Background: an optimization exercise with open tools, aiming at small area, a short achievable clock period and few clock cycles per item. Do not read the settings as production practice.
Only the layout flow was run in this run; the RTL was not checked for function there.
Power is estimated from default activity; no workload was simulated.

`flow/config.mk`:
```
export PLATFORM = sky130hd
export DESIGN_NAME = conv1d_top
export DESIGN_NICKNAME = conv1d_top
export VERILOG_FILES = /design/flow/design.v
export SDC_FILE = /design/flow/constraint.sdc
export NUM_CORES = 4
export LEC_CHECK = 0
export CAP_MARGIN = 20
export CORE_MARGIN = 2
export CORE_UTILIZATION = 40
export SETUP_SLACK_MARGIN = 4.5
export SLEW_MARGIN = 20
export SYNTH_HIERARCHICAL = 1
export SYNTH_MINIMUM_KEEP_SIZE = 0
```
`flow/constraint.sdc`:
```
create_clock -name core_clock -period 8.0 [get_ports {clk}]
set_input_delay 1.6000 -clock core_clock [delete_from_list [all_inputs] [get_ports {clk}]]
set_output_delay 1.6000 -clock core_clock [all_outputs]
set_load 0.01 [all_outputs]
```
`flow/design.v`:
```
package conv1d_pkg;
  localparam int ADDR_W   = 7;
  localparam int DATA_W   = 32;
  localparam int SAMPLE_W = 8;
  localparam int NUM_TAPS = 4;
  localparam int COUNT_W  = 7;
  localparam int SUM_W    = 18;
  localparam logic [7:0] REG_CTRL   = 8'h00;
  localparam logic [7:0] REG_STATUS = 8'h04;
  localparam logic [7:0] REG_TAPS   = 8'h08;
  localparam logic [7:0] REG_SRC    = 8'h0C;
  localparam logic [7:0] REG_DST    = 8'h10;
  localparam logic [7:0] REG_COUNT  = 8'h14;
endpackage
module conv1d_fa (
  input  logic a,
  input  logic b,
  input  logic c,
  output logic s,
  output logic co
);
  assign s  = a ^ b ^ c;
  assign co = (a & b) | (a & c) | (b & c);
endmodule
module conv1d_datapath (
  input  logic [7:0]    xa_i,
  input  logic [7:0]    ta_i,
  input  logic [7:0]    xb_i,
  input  logic [7:0]    tb_i,
  input  logic [2:0][17:0] f_n_i,
  output logic [2:0][17:0] r_n_o
);
  logic [7:0][7:0] ppa, ppb;
  always_comb begin
    for (int i = 0; i < 8; i++) begin
      for (int k = 0; k < 8; k++) begin
        ppa[i][k] = ~(xa_i[i] & ta_i[k]);
        ppb[i][k] = ~(xb_i[i] & tb_i[k]);
      end
    end
  end
  logic s0, c0, s1, c1, s2, c2, s3, c3;
  logic s4, c4, s5, c5, s6, c6, s7, c7;
  logic s8, c8, s9, c9, s10, c10, s11, c11;
  logic s12, c12, s13, c13, s14, c14, s15, c15;
  logic s16, c16, s17, c17, s18, c18, s19, c19;
  logic s20, c20, s21, c21, s22, c22, s23, c23;
  logic s24, c24, s25, c25, s26, c26, s27, c27;
  logic s28, c28, s29, c29, s30, c30, s31, c31;
  logic s32, c32, s33, c33, s34, c34, s35, c35;
  logic s36, c36, s37, c37, s38, c38, s39, c39;
  logic s40, c40, s41, c41, s42, c42, s43, c43;
  logic s44, c44, s45, c45, s46, c46, s47, c47;
  logic s48, c48, s49, c49, s50, c50, s51, c51;
  logic s52, c52, s53, c53, s54, c54, s55, c55;
  logic s56, c56, s57, c57, s58, c58, s59, c59;
  logic s60, c60, s61, c61, s62, c62, s63, c63;
  logic s64, c64, s65, c65, s66, c66, s67, c67;
  logic s68, c68, s69, c69, s70, c70, s71, c71;
  logic s72, c72, s73, c73, s74, c74, s75, c75;
  logic s76, c76, s77, c77, s78, c78, s79, c79;
  logic s80, c80, s81, c81, s82, c82, s83, c83;
  logic s84, c84, s85, c85, s86, c86, s87, c87;
  logic s88, c88, s89, c89, s90, c90, s91, c91;
  logic s92, c92, s93, c93, s94, c94, s95, c95;
  logic s96, c96, s97, c97, s98, c98, s99, c99;
  logic s100, c100, s101, c101, s102, c102, s103, c103;
  logic s104, c104, s105, c105, s106, c106, s107, c107;
  logic s108, c108, s109, c109, s110, c110, s111, c111;
  logic s112, c112, s113, c113, s114, c114, s115, c115;
  logic s116, c116, s117, c117, s118, c118, s119, c119;
  logic s120, c120, s121, c121, s122, c122, s123, c123;
  logic s124, c124, s125, c125, s126, c126, s127, c127;
  logic s128, c128, s129, c129, s130, c130, s131, c131;
  logic s132, c132, s133, c133, s134, c134, s135, c135;
  logic s136, c136;
  conv1d_fa u_fa1 (.a(f_n_i[0][5]), .b(f_n_i[1][5]), .c(f_n_i[2][5]), .s(s0), .co(c0));
  conv1d_fa u_fa2 (.a(f_n_i[0][6]), .b(f_n_i[1][6]), .c(f_n_i[2][6]), .s(s1), .co(c1));
  conv1d_fa u_fa3 (.a(ppa[0][6]), .b(ppb[0][6]), .c(ppa[1][5]), .s(s2), .co(c2));
  conv1d_fa u_fa4 (.a(ppb[1][5]), .b(ppa[2][4]), .c(ppb[2][4]), .s(s3), .co(c3));
  conv1d_fa u_fa5 (.a(f_n_i[0][7]), .b(f_n_i[1][7]), .c(f_n_i[2][7]), .s(s4), .co(c4));
  conv1d_fa u_fa6 (.a(ppa[0][7]), .b(ppb[0][7]), .c(ppa[1][6]), .s(s5), .co(c5));
  conv1d_fa u_fa7 (.a(ppb[1][6]), .b(ppa[2][5]), .c(ppb[2][5]), .s(s6), .co(c6));
  conv1d_fa u_fa8 (.a(ppa[3][4]), .b(ppb[3][4]), .c(ppa[4][3]), .s(s7), .co(c7));
  conv1d_fa u_fa9 (.a(ppb[4][3]), .b(ppa[5][2]), .c(ppb[5][2]), .s(s8), .co(c8));
  conv1d_fa u_fa10 (.a(f_n_i[0][8]), .b(f_n_i[1][8]), .c(f_n_i[2][8]), .s(s9), .co(c9));
  conv1d_fa u_fa11 (.a(ppa[1][7]), .b(ppb[1][7]), .c(ppa[2][6]), .s(s10), .co(c10));
  conv1d_fa u_fa12 (.a(ppb[2][6]), .b(ppa[3][5]), .c(ppb[3][5]), .s(s11), .co(c11));
  conv1d_fa u_fa13 (.a(ppa[4][4]), .b(ppb[4][4]), .c(ppa[5][3]), .s(s12), .co(c12));
  conv1d_fa u_fa14 (.a(ppb[5][3]), .b(ppa[6][2]), .c(ppb[6][2]), .s(s13), .co(c13));
  conv1d_fa u_fa15 (.a(f_n_i[0][9]), .b(f_n_i[1][9]), .c(f_n_i[2][9]), .s(s14), .co(c14));
  conv1d_fa u_fa16 (.a(ppa[2][7]), .b(ppb[2][7]), .c(ppa[3][6]), .s(s15), .co(c15));
  conv1d_fa u_fa17 (.a(ppb[3][6]), .b(ppa[4][5]), .c(ppb[4][5]), .s(s16), .co(c16));
  conv1d_fa u_fa18 (.a(ppa[5][4]), .b(ppb[5][4]), .c(ppa[6][3]), .s(s17), .co(c17));
  conv1d_fa u_fa19 (.a(f_n_i[0][10]), .b(f_n_i[1][10]), .c(f_n_i[2][10]), .s(s18), .co(c18));
  conv1d_fa u_fa20 (.a(ppa[3][7]), .b(ppb[3][7]), .c(ppa[4][6]), .s(s19), .co(c19));
  conv1d_fa u_fa21 (.a(f_n_i[0][3]), .b(f_n_i[1][3]), .c(f_n_i[2][3]), .s(s20), .co(c20));
  conv1d_fa u_fa22 (.a(f_n_i[0][4]), .b(f_n_i[1][4]), .c(f_n_i[2][4]), .s(s21), .co(c21));
  conv1d_fa u_fa23 (.a(ppa[0][4]), .b(ppb[0][4]), .c(ppa[1][3]), .s(s22), .co(c22));
  conv1d_fa u_fa24 (.a(ppb[1][3]), .b(ppa[2][2]), .c(ppb[2][2]), .s(s23), .co(c23));
  conv1d_fa u_fa25 (.a(ppa[0][5]), .b(ppb[0][5]), .c(ppa[1][4]), .s(s24), .co(c24));
  conv1d_fa u_fa26 (.a(ppb[1][4]), .b(ppa[2][3]), .c(ppb[2][3]), .s(s25), .co(c25));
  conv1d_fa u_fa27 (.a(ppa[3][2]), .b(ppb[3][2]), .c(ppa[4][1]), .s(s26), .co(c26));
  conv1d_fa u_fa28 (.a(ppb[4][1]), .b(ppa[5][0]), .c(ppb[5][0]), .s(s27), .co(c27));
  conv1d_fa u_fa29 (.a(ppa[3][3]), .b(ppb[3][3]), .c(ppa[4][2]), .s(s28), .co(c28));
  conv1d_fa u_fa30 (.a(ppb[4][2]), .b(ppa[5][1]), .c(ppb[5][1]), .s(s29), .co(c29));
  conv1d_fa u_fa31 (.a(ppa[6][0]), .b(ppb[6][0]), .c(c0), .s(s30), .co(c30));
  conv1d_fa u_fa32 (.a(s1), .b(s2), .c(s3), .s(s31), .co(c31));
  conv1d_fa u_fa33 (.a(ppa[6][1]), .b(ppb[6][1]), .c(ppa[7][0]), .s(s32), .co(c32));
  conv1d_fa u_fa34 (.a(ppb[7][0]), .b(c1), .c(c2), .s(s33), .co(c33));
  conv1d_fa u_fa35 (.a(c3), .b(s4), .c(s5), .s(s34), .co(c34));
  conv1d_fa u_fa36 (.a(s6), .b(s7), .c(s8), .s(s35), .co(c35));
  conv1d_fa u_fa37 (.a(ppa[7][1]), .b(ppb[7][1]), .c(c4), .s(s36), .co(c36));
  conv1d_fa u_fa38 (.a(c5), .b(c6), .c(c7), .s(s37), .co(c37));
  conv1d_fa u_fa39 (.a(c8), .b(s9), .c(s10), .s(s38), .co(c38));
  conv1d_fa u_fa40 (.a(s11), .b(s12), .c(s13), .s(s39), .co(c39));
  conv1d_fa u_fa41 (.a(ppb[6][3]), .b(ppa[7][2]), .c(ppb[7][2]), .s(s40), .co(c40));
  conv1d_fa u_fa42 (.a(c9), .b(c10), .c(c11), .s(s41), .co(c41));
  conv1d_fa u_fa43 (.a(c12), .b(c13), .c(s14), .s(s42), .co(c42));
  conv1d_fa u_fa44 (.a(s15), .b(s16), .c(s17), .s(s43), .co(c43));
  conv1d_fa u_fa45 (.a(ppb[4][6]), .b(ppa[5][5]), .c(ppb[5][5]), .s(s44), .co(c44));
  conv1d_fa u_fa46 (.a(ppa[6][4]), .b(ppb[6][4]), .c(ppa[7][3]), .s(s45), .co(c45));
  conv1d_fa u_fa47 (.a(ppb[7][3]), .b(c14), .c(c15), .s(s46), .co(c46));
  conv1d_fa u_fa48 (.a(c16), .b(c17), .c(s18), .s(s47), .co(c47));
  conv1d_fa u_fa49 (.a(f_n_i[0][11]), .b(f_n_i[1][11]), .c(f_n_i[2][11]), .s(s48), .co(c48));
  conv1d_fa u_fa50 (.a(ppa[4][7]), .b(ppb[4][7]), .c(ppa[5][6]), .s(s49), .co(c49));
  conv1d_fa u_fa51 (.a(ppb[5][6]), .b(ppa[6][5]), .c(ppb[6][5]), .s(s50), .co(c50));
  conv1d_fa u_fa52 (.a(ppa[7][4]), .b(ppb[7][4]), .c(c18), .s(s51), .co(c51));
  conv1d_fa u_fa53 (.a(f_n_i[0][12]), .b(f_n_i[1][12]), .c(f_n_i[2][12]), .s(s52), .co(c52));
  conv1d_fa u_fa54 (.a(ppa[5][7]), .b(ppb[5][7]), .c(ppa[6][6]), .s(s53), .co(c53));
  conv1d_fa u_fa55 (.a(f_n_i[0][1]), .b(f_n_i[1][1]), .c(f_n_i[2][1]), .s(s54), .co(c54));
  conv1d_fa u_fa56 (.a(f_n_i[0][2]), .b(f_n_i[1][2]), .c(f_n_i[2][2]), .s(s55), .co(c55));
  conv1d_fa u_fa57 (.a(ppa[0][2]), .b(ppb[0][2]), .c(ppa[1][1]), .s(s56), .co(c56));
  conv1d_fa u_fa58 (.a(ppa[0][3]), .b(ppb[0][3]), .c(ppa[1][2]), .s(s57), .co(c57));
  conv1d_fa u_fa59 (.a(ppb[1][2]), .b(ppa[2][1]), .c(ppb[2][1]), .s(s58), .co(c58));
  conv1d_fa u_fa60 (.a(ppa[3][0]), .b(ppb[3][0]), .c(s20), .s(s59), .co(c59));
  conv1d_fa u_fa61 (.a(ppa[3][1]), .b(ppb[3][1]), .c(ppa[4][0]), .s(s60), .co(c60));
  conv1d_fa u_fa62 (.a(ppb[4][0]), .b(c20), .c(s21), .s(s61), .co(c61));
  conv1d_fa u_fa63 (.a(s22), .b(s23), .c(1'b1), .s(s62), .co(c62));
  conv1d_fa u_fa64 (.a(c21), .b(c22), .c(c23), .s(s63), .co(c63));
  conv1d_fa u_fa65 (.a(s0), .b(s24), .c(s25), .s(s64), .co(c64));
  conv1d_fa u_fa66 (.a(s26), .b(s27), .c(1'b1), .s(s65), .co(c65));
  conv1d_fa u_fa67 (.a(c24), .b(c25), .c(c26), .s(s66), .co(c66));
  conv1d_fa u_fa68 (.a(c27), .b(s28), .c(s29), .s(s67), .co(c67));
  conv1d_fa u_fa69 (.a(s30), .b(s31), .c(1'b1), .s(s68), .co(c68));
  conv1d_fa u_fa70 (.a(c28), .b(c29), .c(s32), .s(s69), .co(c69));
  conv1d_fa u_fa71 (.a(c30), .b(c31), .c(s33), .s(s70), .co(c70));
  conv1d_fa u_fa72 (.a(s34), .b(s35), .c(1'b1), .s(s71), .co(c71));
  conv1d_fa u_fa73 (.a(c32), .b(c33), .c(s36), .s(s72), .co(c72));
  conv1d_fa u_fa74 (.a(c34), .b(c35), .c(s37), .s(s73), .co(c73));
  conv1d_fa u_fa75 (.a(s38), .b(s39), .c(1'b1), .s(s74), .co(c74));
  conv1d_fa u_fa76 (.a(s40), .b(c36), .c(c37), .s(s75), .co(c75));
  conv1d_fa u_fa77 (.a(c38), .b(c39), .c(s41), .s(s76), .co(c76));
  conv1d_fa u_fa78 (.a(s42), .b(s43), .c(1'b1), .s(s77), .co(c77));
  conv1d_fa u_fa79 (.a(c40), .b(s44), .c(s45), .s(s78), .co(c78));
  conv1d_fa u_fa80 (.a(s19), .b(c41), .c(c42), .s(s79), .co(c79));
  conv1d_fa u_fa81 (.a(c43), .b(s46), .c(s47), .s(s80), .co(c80));
  conv1d_fa u_fa82 (.a(c44), .b(c45), .c(s48), .s(s81), .co(c81));
  conv1d_fa u_fa83 (.a(c19), .b(s49), .c(s50), .s(s82), .co(c82));
  conv1d_fa u_fa84 (.a(c46), .b(c47), .c(s51), .s(s83), .co(c83));
  conv1d_fa u_fa85 (.a(ppb[6][6]), .b(ppa[7][5]), .c(ppb[7][5]), .s(s84), .co(c84));
  conv1d_fa u_fa86 (.a(c48), .b(c49), .c(c50), .s(s85), .co(c85));
  conv1d_fa u_fa87 (.a(s52), .b(s53), .c(c51), .s(s86), .co(c86));
  conv1d_fa u_fa88 (.a(f_n_i[0][13]), .b(f_n_i[1][13]), .c(f_n_i[2][13]), .s(s87), .co(c87));
  conv1d_fa u_fa89 (.a(ppa[6][7]), .b(ppb[6][7]), .c(ppa[7][6]), .s(s88), .co(c88));
  conv1d_fa u_fa90 (.a(ppb[7][6]), .b(c52), .c(c53), .s(s89), .co(c89));
  conv1d_fa u_fa91 (.a(f_n_i[0][14]), .b(f_n_i[1][14]), .c(f_n_i[2][14]), .s(s90), .co(c90));
  conv1d_fa u_fa92 (.a(f_n_i[0][0]), .b(f_n_i[1][0]), .c(f_n_i[2][0]), .s(s91), .co(c91));
  conv1d_fa u_fa93 (.a(ppa[0][1]), .b(ppb[0][1]), .c(ppa[1][0]), .s(s92), .co(c92));
  conv1d_fa u_fa94 (.a(ppb[1][1]), .b(ppa[2][0]), .c(ppb[2][0]), .s(s93), .co(c93));
  conv1d_fa u_fa95 (.a(c54), .b(s55), .c(s56), .s(s94), .co(c94));
  conv1d_fa u_fa96 (.a(c55), .b(c56), .c(s57), .s(s95), .co(c95));
  conv1d_fa u_fa97 (.a(s58), .b(s59), .c(1'b1), .s(s96), .co(c96));
  conv1d_fa u_fa98 (.a(c57), .b(c58), .c(s60), .s(s97), .co(c97));
  conv1d_fa u_fa99 (.a(c59), .b(s61), .c(s62), .s(s98), .co(c98));
  conv1d_fa u_fa100 (.a(c60), .b(c61), .c(c62), .s(s99), .co(c99));
  conv1d_fa u_fa101 (.a(s63), .b(s64), .c(s65), .s(s100), .co(c100));
  conv1d_fa u_fa102 (.a(c63), .b(c64), .c(c65), .s(s101), .co(c101));
  conv1d_fa u_fa103 (.a(s66), .b(s67), .c(s68), .s(s102), .co(c102));
  conv1d_fa u_fa104 (.a(c66), .b(c67), .c(s69), .s(s103), .co(c103));
  conv1d_fa u_fa105 (.a(c68), .b(s70), .c(s71), .s(s104), .co(c104));
  conv1d_fa u_fa106 (.a(c69), .b(c70), .c(s72), .s(s105), .co(c105));
  conv1d_fa u_fa107 (.a(c71), .b(s73), .c(s74), .s(s106), .co(c106));
  conv1d_fa u_fa108 (.a(c72), .b(c73), .c(s75), .s(s107), .co(c107));
  conv1d_fa u_fa109 (.a(c74), .b(s76), .c(s77), .s(s108), .co(c108));
  conv1d_fa u_fa110 (.a(s78), .b(c75), .c(c76), .s(s109), .co(c109));
  conv1d_fa u_fa111 (.a(s79), .b(c77), .c(s80), .s(s110), .co(c110));
  conv1d_fa u_fa112 (.a(c78), .b(s81), .c(s82), .s(s111), .co(c111));
  conv1d_fa u_fa113 (.a(c79), .b(c80), .c(s83), .s(s112), .co(c112));
  conv1d_fa u_fa114 (.a(s84), .b(c81), .c(c82), .s(s113), .co(c113));
  conv1d_fa u_fa115 (.a(s85), .b(c83), .c(s86), .s(s114), .co(c114));
  conv1d_fa u_fa116 (.a(c84), .b(s87), .c(s88), .s(s115), .co(c115));
  conv1d_fa u_fa117 (.a(c85), .b(s89), .c(c86), .s(s116), .co(c116));
  conv1d_fa u_fa118 (.a(ppa[7][7]), .b(ppb[7][7]), .c(c87), .s(s117), .co(c117));
  conv1d_fa u_fa119 (.a(c88), .b(s90), .c(c89), .s(s118), .co(c118));
  conv1d_fa u_fa120 (.a(f_n_i[0][15]), .b(f_n_i[1][15]), .c(f_n_i[2][15]), .s(s119), .co(c119));
  conv1d_fa u_fa121 (.a(ppb[1][0]), .b(c91), .c(s54), .s(s120), .co(c120));
  conv1d_fa u_fa122 (.a(c92), .b(s93), .c(s94), .s(s121), .co(c121));
  conv1d_fa u_fa123 (.a(c93), .b(c94), .c(s95), .s(s122), .co(c122));
  conv1d_fa u_fa124 (.a(c95), .b(s97), .c(c96), .s(s123), .co(c123));
  conv1d_fa u_fa125 (.a(c97), .b(c98), .c(s99), .s(s124), .co(c124));
  conv1d_fa u_fa126 (.a(c99), .b(c100), .c(s101), .s(s125), .co(c125));
  conv1d_fa u_fa127 (.a(c101), .b(s103), .c(c102), .s(s126), .co(c126));
  conv1d_fa u_fa128 (.a(c103), .b(s105), .c(c104), .s(s127), .co(c127));
  conv1d_fa u_fa129 (.a(c105), .b(s107), .c(c106), .s(s128), .co(c128));
  conv1d_fa u_fa130 (.a(c107), .b(s109), .c(c108), .s(s129), .co(c129));
  conv1d_fa u_fa131 (.a(s111), .b(c109), .c(c110), .s(s130), .co(c130));
  conv1d_fa u_fa132 (.a(c111), .b(s113), .c(c112), .s(s131), .co(c131));
  conv1d_fa u_fa133 (.a(s115), .b(c113), .c(c114), .s(s132), .co(c132));
  conv1d_fa u_fa134 (.a(s117), .b(c115), .c(s118), .s(s133), .co(c133));
  conv1d_fa u_fa135 (.a(c90), .b(s119), .c(c117), .s(s134), .co(c134));
  conv1d_fa u_fa136 (.a(f_n_i[0][16]), .b(f_n_i[1][16]), .c(f_n_i[2][16]), .s(s135), .co(c135));
  conv1d_fa u_fa137 (.a(f_n_i[0][17]), .b(f_n_i[1][17]), .c(f_n_i[2][17]), .s(s136), .co(c136));
  assign r_n_o[0][0] = ppa[0][0];
  assign r_n_o[1][0] = ppb[0][0];
  assign r_n_o[2][0] = s91;
  assign r_n_o[0][1] = s92;
  assign r_n_o[1][1] = s120;
  assign r_n_o[2][1] = 1'b1;
  assign r_n_o[0][2] = c120;
  assign r_n_o[1][2] = s121;
  assign r_n_o[2][2] = 1'b1;
  assign r_n_o[0][3] = c121;
  assign r_n_o[1][3] = s96;
  assign r_n_o[2][3] = s122;
  assign r_n_o[0][4] = c122;
  assign r_n_o[1][4] = s98;
  assign r_n_o[2][4] = s123;
  assign r_n_o[0][5] = s100;
  assign r_n_o[1][5] = c123;
  assign r_n_o[2][5] = s124;
  assign r_n_o[0][6] = c124;
  assign r_n_o[1][6] = s125;
  assign r_n_o[2][6] = s102;
  assign r_n_o[0][7] = c125;
  assign r_n_o[1][7] = s104;
  assign r_n_o[2][7] = s126;
  assign r_n_o[0][8] = s106;
  assign r_n_o[1][8] = c126;
  assign r_n_o[2][8] = s127;
  assign r_n_o[0][9] = s108;
  assign r_n_o[1][9] = c127;
  assign r_n_o[2][9] = s128;
  assign r_n_o[0][10] = s110;
  assign r_n_o[1][10] = c128;
  assign r_n_o[2][10] = s129;
  assign r_n_o[0][11] = s112;
  assign r_n_o[1][11] = c129;
  assign r_n_o[2][11] = s130;
  assign r_n_o[0][12] = s114;
  assign r_n_o[1][12] = c130;
  assign r_n_o[2][12] = s131;
  assign r_n_o[0][13] = s116;
  assign r_n_o[1][13] = c131;
  assign r_n_o[2][13] = s132;
  assign r_n_o[0][14] = c116;
  assign r_n_o[1][14] = s133;
  assign r_n_o[2][14] = c132;
  assign r_n_o[0][15] = s134;
  assign r_n_o[1][15] = c118;
  assign r_n_o[2][15] = c133;
  assign r_n_o[0][16] = c119;
  assign r_n_o[1][16] = s135;
  assign r_n_o[2][16] = c134;
  assign r_n_o[0][17] = c135;
  assign r_n_o[1][17] = s136;
  assign r_n_o[2][17] = 1'b1;
endmodule
`timescale 1ns/1ps
module conv1d_top (
  input  logic        clk,
  input  logic        rst_n,
  input  logic        psel_i,
  input  logic        penable_i,
  input  logic        pwrite_i,
  input  logic [7:0]  paddr_i,
  input  logic [31:0] pwdata_i,
  output logic [31:0] prdata_o,
  output logic        pready_o,
  output logic        pslverr_o,
  output logic        mem_req_o,
  output logic        mem_we_o,
  output logic [6:0]  mem_addr_o,
  output logic [31:0] mem_wdata_o,
  input  logic [31:0] mem_rdata_i,
  output logic        done_o
);
  localparam int SW = conv1d_pkg::SUM_W;
  logic sel_ctrl_q, sel_stat_q, sel_taps_q, sel_src_q, sel_dst_q, sel_cnt_q, bad_q;
  always_ff @(posedge clk) begin
    sel_ctrl_q <= (paddr_i == conv1d_pkg::REG_CTRL);
    sel_stat_q <= (paddr_i == conv1d_pkg::REG_STATUS);
    sel_taps_q <= (paddr_i == conv1d_pkg::REG_TAPS);
    sel_src_q  <= (paddr_i == conv1d_pkg::REG_SRC);
    sel_dst_q  <= (paddr_i == conv1d_pkg::REG_DST);
    sel_cnt_q  <= (paddr_i == conv1d_pkg::REG_COUNT);
    bad_q      <= !(paddr_i == conv1d_pkg::REG_CTRL  || paddr_i == conv1d_pkg::REG_STATUS ||
                    paddr_i == conv1d_pkg::REG_TAPS  || paddr_i == conv1d_pkg::REG_SRC ||
                    paddr_i == conv1d_pkg::REG_DST   || paddr_i == conv1d_pkg::REG_COUNT);
  end
  logic wr;
  assign wr        = psel_i & penable_i & pwrite_i;
  assign pready_o  = 1'b1;
  assign pslverr_o = bad_q;
  logic [31:0] taps_q;
  logic [6:0]  src_q, dst_q, cnt_q;
  always_ff @(posedge clk or posedge rst_n) begin
    if (rst_n) begin
      taps_q <= '0;
      src_q  <= '0;
      dst_q  <= '0;
      cnt_q  <= '0;
    end else begin
      if (wr && sel_taps_q) taps_q <= pwdata_i;
      if (wr && sel_src_q)  src_q  <= pwdata_i[6:0];
      if (wr && sel_dst_q)  dst_q  <= pwdata_i[6:0];
      if (wr && sel_cnt_q)  cnt_q  <= pwdata_i[6:0];
    end
  end
  logic       run_q;      
  logic       done_q;
  logic       req_q, we_q;
  logic       ph_q;       
  logic [1:0] fs_q;       
  logic [6:0] wl_q;       
  logic [6:0] rdp_q, wrp_q;
  logic       rv_q;       
  logic start, setup_start, load;
  logic spec_q;           
  assign start       = wr & sel_ctrl_q & pwdata_i[0] & ~run_q;
  assign setup_start = psel_i & ~penable_i & pwrite_i & (paddr_i == conv1d_pkg::REG_CTRL) &
                       pwdata_i[0] & ~run_q & (cnt_q != '0);
  assign load        = setup_start | (start & ~spec_q);
  logic       rd_now, wr_now;
  logic [6:0] wl_d;
  assign rd_now = req_q & ~we_q;
  assign wr_now = req_q & we_q;
  assign wl_d   = wl_q - {6'd0, wr_now};
  logic nx_rd, nx_wr, last;
  always_comb begin
    nx_rd = 1'b0;
    nx_wr = 1'b0;
    last  = 1'b0;
    if (run_q || (start && spec_q)) begin
      if (!ph_q) begin
        nx_rd = fs_q[1] || (wl_d > ((fs_q == 2'd1) ? 7'd1 : 7'd2));
      end else if (fs_q == 2'd3) begin
        nx_rd = 1'b1;
      end else if (fs_q == 2'd0) begin
        nx_wr = 1'b1;
        last  = (wl_q == 7'd1);
      end
    end
  end
  always_ff @(posedge clk or posedge rst_n) begin
    if (rst_n) begin
      run_q  <= 1'b0;
      done_q <= 1'b0;
      req_q  <= 1'b0;
      spec_q <= 1'b0;
    end else begin
      spec_q <= setup_start;
      if (start) begin
        run_q  <= (cnt_q != '0);
        done_q <= (cnt_q == '0);
      end else if (last) begin
        run_q  <= 1'b0;
        done_q <= 1'b1;
      end
      if (load) begin
        req_q <= (cnt_q != '0);
      end else begin
        req_q <= nx_rd | nx_wr;
      end
    end
  end
  always_ff @(posedge clk) ph_q <= ph_d;
  always_ff @(posedge clk) begin
    rv_q <= rd_now;
    if (load) begin
      we_q  <= 1'b0;
      fs_q  <= 2'd3;
      wl_q  <= cnt_q;
      rdp_q <= src_q;
      wrp_q <= dst_q;
    end else begin
      we_q <= nx_wr;
      if (ph_q && fs_q != 2'd0) fs_q <= fs_q - 2'd1;
      wl_q <= wl_d;
      if (rd_now) rdp_q <= rdp_q + 7'd1;
      if (wr_now) wrp_q <= wrp_q + 7'd1;
    end
  end
  assign mem_req_o  = req_q;
  assign mem_we_o   = we_q;
  assign mem_addr_o = we_q ? wrp_q : rdp_q;
  logic [7:0]    xa_q, xb_q, xc_q;
  logic [SW-1:0] acc_q;
  always_ff @(posedge clk) begin
    if (rv_q) begin
      xb_q <= mem_rdata_i[7:0];
      xc_q <= xb_q;
      xa_q <= xc_q;
    end
  end
  logic          ph_d;
  logic [7:0]    ta_q, tb_q;
  assign ph_d = load ? 1'b0 : ~ph_q;
  always_ff @(posedge clk) begin
    ta_q <= ph_d ? taps_q[15:8]  : taps_q[7:0];
    tb_q <= ph_d ? taps_q[31:24] : taps_q[23:16];
  end
  logic [2:0][SW-1:0] r_n_q, r_n_d;
  conv1d_datapath u_dp (
    .xa_i  (xa_q),
    .ta_i  (ta_q),
    .xb_i  (xb_q),
    .tb_i  (tb_q),
    .f_n_i (r_n_q | {3*SW{~ph_q}}),
    .r_n_o (r_n_d)
  );
  always_ff @(posedge clk) r_n_q <= r_n_d;
  logic [SW-1:0] res_q;
  always_ff @(posedge clk) begin
    if (!ph_q) res_q <= ~(r_n_q[0] + r_n_q[1] + r_n_q[2] + SW'(2));
  end
  assign mem_wdata_o = {{(32-SW){1'b0}}, res_q};
  always_comb begin
    prdata_o = '0;
    prdata_o |= {32{sel_taps_q}} & taps_q;
    prdata_o[6:0] |= ({7{sel_src_q}} & src_q) | ({7{sel_dst_q}} & dst_q) | ({7{sel_cnt_q}} & cnt_q);
    prdata_o[1:0] |= {2{sel_stat_q}} & {done_q, run_q};
  end
  assign done_o = done_q;
endmodule
```
`flow/flow/run.sh`:
```
#!/bin/bash
# Standard layout, with the smallest plain buffer on the ports.
set -euo pipefail
export BUFFER_PORTS_ARGS="-buffer_cell sky130_fd_sc_hd__buf_1"
bash standard.sh > standard.log 2>&1
```
`flow/standard.sh`:
```
#!/bin/bash
# synth_recipe.tcl (not shown) runs the flow's synth.tcl, then flattens the netlist and writes it again
# the make line also repeats each setting of config.mk as NAME=value (left out here)
make -C /OpenROAD-flow-scripts/flow DESIGN_CONFIG=/design/flow/config.mk WORK_HOME=/design/flow/orfs CLKGATE_MAP_FILE= SYNTH_SCRIPT=/design/flow/synth_recipe.tcl "${@:-finish}"
```
==> run summary <==
flip-flops by register name, summed over array words and instances (netlist names), 2 cells and up:
name,flops
ta_q,8
taps_q,32
fs_q,2
tb_q,8
dst_q,7
xc_q,8
cnt_q,7
wrp_q,7
src_q,7
res_q,18
rdp_q,7
r_n_q,54
xb_q,8
xa_q,8
wl_q,7
worst max-delay path, stage by stage, from the launching register on:
cell     delay [ns]
dfxtp_2        0.71
a22oi_1        0.18
nand2_1        0.14
buf_1          0.17
power by group:
part	internal, uW	total, uW	switching (uW)
clock	657	1090	433
combinational	103	244	141
sequential	1110	1140	33.9
total	1870	2480	608
worst max path at each step:
stage / start / end / slack [ns] / cells past startpoint
finish: sel_taps_q / prdata_o[5] / 4.69 / 3
global route: sel_taps_q / prdata_o[5] / 4.54 / 3
CTS: ph_q / r_n_q[45] / 4.48 / 6
detailed placement: pwdata_i[0] / ta_q[2] / 4.19 / 8
global placement: pwdata_i[0] / ta_q[3] / 4.20 / 8
floorplan: paddr_i[7] / ta_q[5] / 4.51 / 9
cells in the mapped netlist, drive strengths merged, types with 2 or more instances:
| cell type | count |
|---|---|
| mux2 | 78 |
| edfxtp | 56 |
| dfrtp | 57 |
| a211oi | 3 |
| and3 | 7 |
| buf | 108 |
| a21o | 5 |
| clkbuf | 17 |
| a222oi | 2 |
| o21a | 2 |
| o21bai | 3 |
| a21oi | 34 |
| and2 | 29 |
| or4 | 3 |
| nand2b | 56 |
| conb | 3 |
| nand3 | 9 |
| xnor2 | 20 |
| mux2i | 2 |
| or3 | 2 |
| nand3b | 2 |
| o21ai | 11 |
| xor2 | 13 |
| nor2b | 3 |
| a22oi | 13 |
| nor2 | 35 |
| inv | 19 |
| fa | 154 |
| ha | 29 |
| nor4 | 2 |
| dfxtp | 89 |
| nor3 | 7 |
| nand2 | 160 |
| o211ai | 2 |
modules after synthesis (local to each module, per instance):
module | area [um2] | times used | cells inside | flops+latches
conv1d_datapath | 1252 | 1 | 215 | 0
conv1d_fa | 20.02 | 137 | 1 | 0
conv1d_top | 8730 | 1 | 697 | 202
metrics by stage:
stage                     total power (uW)  instance area [um2]
after detailed placement              1416                12760
final                                 2479                13600
after CTS                             2512                13570
after global placement                1410                12760
after global routing                  2590                13600
after floorplan                       1376                12810
per-layer routing:
layer  up-vias  GRT usage, %
li1       3426             -
met1      3645         22.73
met2       211         23.86
met3        43         3.652
met4         0         4.194
met5         -             0
cell type report:
type | instances | area, um2 | share of cell area, %
clock buffer | 30 | 705.7 | 5.190
clock inverter | 12 | 102.6 | 0.7545
inverter | 19 | 71.32 | 0.5245
multi-input combinational | 725 | 6845 | 50.34
sequential | 202 | 4896 | 36.00
tap | 402 | 503.0 | 3.699
timing repair buffer | 117 | 474.2 | 3.487
what timing repair did:
item	CTS	global route
buffers inserted	0	1
resized for setup	2	0
endpoints found under the setup margin	46	8
kinds of logic (layout without fill, tap and decap cells):
family	Yosys count	count (layout)
compound gates	82	82
other cells	3	25
buf+inv	144	178
fa+ha+maj	183	183
flops	202	202
mux	80	80
simple gates	322	322
xor+xnor	33	33
==> run summary <==
Status: timing/DRC/antenna clean
Post-synthesis instance total: 1049
Fin. Hold Viols: 0
Avg Synthesized Cell Area: 12.13 um2
# fillers: 2936
Critical path startpoint category: flop
Chip height: 182.4 um
WL per Instance: 16.92 um
Clock skew: 0.009203 ns
Main synth FF type: dfxtp_1
Synth unique cells: 58
LEAKAGE: 0.004592 uW
RR Startpoint: xb_q[1]
Die footprint: 33260 um2
Final wirelength: 25.50 mm
Final setup margin: 4.692 ns
Layout area overhead: 6.863%
First drt pass iteration count: 4
Vias in the first global route: 7904
Yosys top cell by area: fa_1
Peak VDD IR: 0.0001686 V
Nets: 1348
Clk pin slew, worst setup/hold paths: 0.06 ns
Port buffer count: 113
DRT met1 WL: 12.20 mm
EDFF count, synth: 56
# hold bufs at CTS: 0
XOR/XNOR Fraction of Synth Area: 2.271%
Setup CP Type: reg2out
Largest net degree at the start of global routing: 58
Crit. End Element: output port
WL met3: 1.637 mm
Top layer in use: met4
Top-Level Pins: 153
Flops & latches, synth: 202
Final setup vio count: 0
Maximum Capacitance Violations: 0
Initial antenna violation count: 0
Total track usage: 15.72%
Post-synthesis compound-gate area fraction: 4.061%
PwrDens: 182.3 nW/um2
Part of the Yosys area used for sequential elements: 38.43%
Placed Instances: 1464
Final Cycle Share: 41.35%
HPWL Detailed: 19.19 mm
Crit Path Max Fanout: 33
Worst R2R End: r_n_q[45]
Hold Slack: 0.4177 ns
DR WL met2: 11.19 mm
Crit path arrival time: 1.71 ns
Clk root buf: clkbuf_16
H-tree depth: 1
Post-synthesis cell area: 12720 um2
Syn. warnings: 8
Die W: 182.4 um
Tmin final: 3.308 ns
DP Worst Slack: 4.195 ns
CTS tree: yes
Startpoint of the worst hold path: xc_q[2]
Mux cell area share after synthesis: 7.325%
CTS sink cnt: 202
DRC Markers: 0
CTS Buf Count: 23
WHS Path Cells: 0
Core area: 31470 um2
Most frequent cells in the layout: nand2_1 (159), fa_1 (154), buf_1 (113), dfxtp_1 (86), mux2_2 (69)
1st-iter DRT viols: 325
Finished Core Util: 43.20%
Worst Path Required: 6.40 ns
Worst min-delay path category: reg2reg
Commonest non-fill, non-tap cell in the layout: nand2_1
Worst Hold End: xa_q[2]
GP Congestion: 0.8324
Asr flop ratio synth: 28.22%
Setup_tns: 0 ns
Post-Synth Adder-Cell Area: 27.08%
Synth top area share: 24.23%
Via density: 4.861
Largest cells by area after synthesis: fa_1 (24%), dfxtp_1 (14%), edfxtp_1 (13%)
RSZ-0062 raised after global routing: false
Vias: 7325
Initial Util: 40.43%
FF-to-FF setup slack: 4.72 ns
Layout Cells excl Fill: 1507
First-pass GRT wire length: 41.86 mm
Clock Path Buffers: 3
Slew margin rel.: 45.67%
F_max: 0.3023 GHz
Max-slew violations: 0
Grt total ovfl: 0
Diodes inserted: 0
Row count: 65
Share of cells above drive strength 1: 12.22%
Post-Synth Simple-Gate Area: 12.32%
Final ANT Viol Nets: 0
Worst skew pair latency: 0.52 ns
Worst slew pin tran: 0.8141 ns
Main combinational cell family by area after synthesis: adder cells
Worst reg2reg path depth: 6

port drivers added, routing unchanged:
Ports are ideal in the flow. The routed layout listed here was re-timed in OpenROAD. Step 1 (the two cells are an assumption about what drives the block):
set clk [get_ports {clk}]
set_driving_cell -lib_cell sky130_fd_sc_hd__clkbuf_16 $clk
set_driving_cell -lib_cell sky130_fd_sc_hd__buf_2 [delete_from_list [all_inputs] $clk]
Step 2 times the ports against the registers' clock, not the clock port: input delays grow and output delays shrink by t, the midpoint of the rising clock arrivals with the driver on. a / b / c = no drivers / after step 1 / after step 2; a / b = the first two.
t (ns): 0.565
setup WS [ns]: 4.692 / 4.642 / 4.217
hold slack, ns: 0.418 / 0.418 / 0.418
After both steps this run still meets setup and hold. The setup slack of this run moves by -0.050 ns with the drivers and by -0.475 ns with both steps.
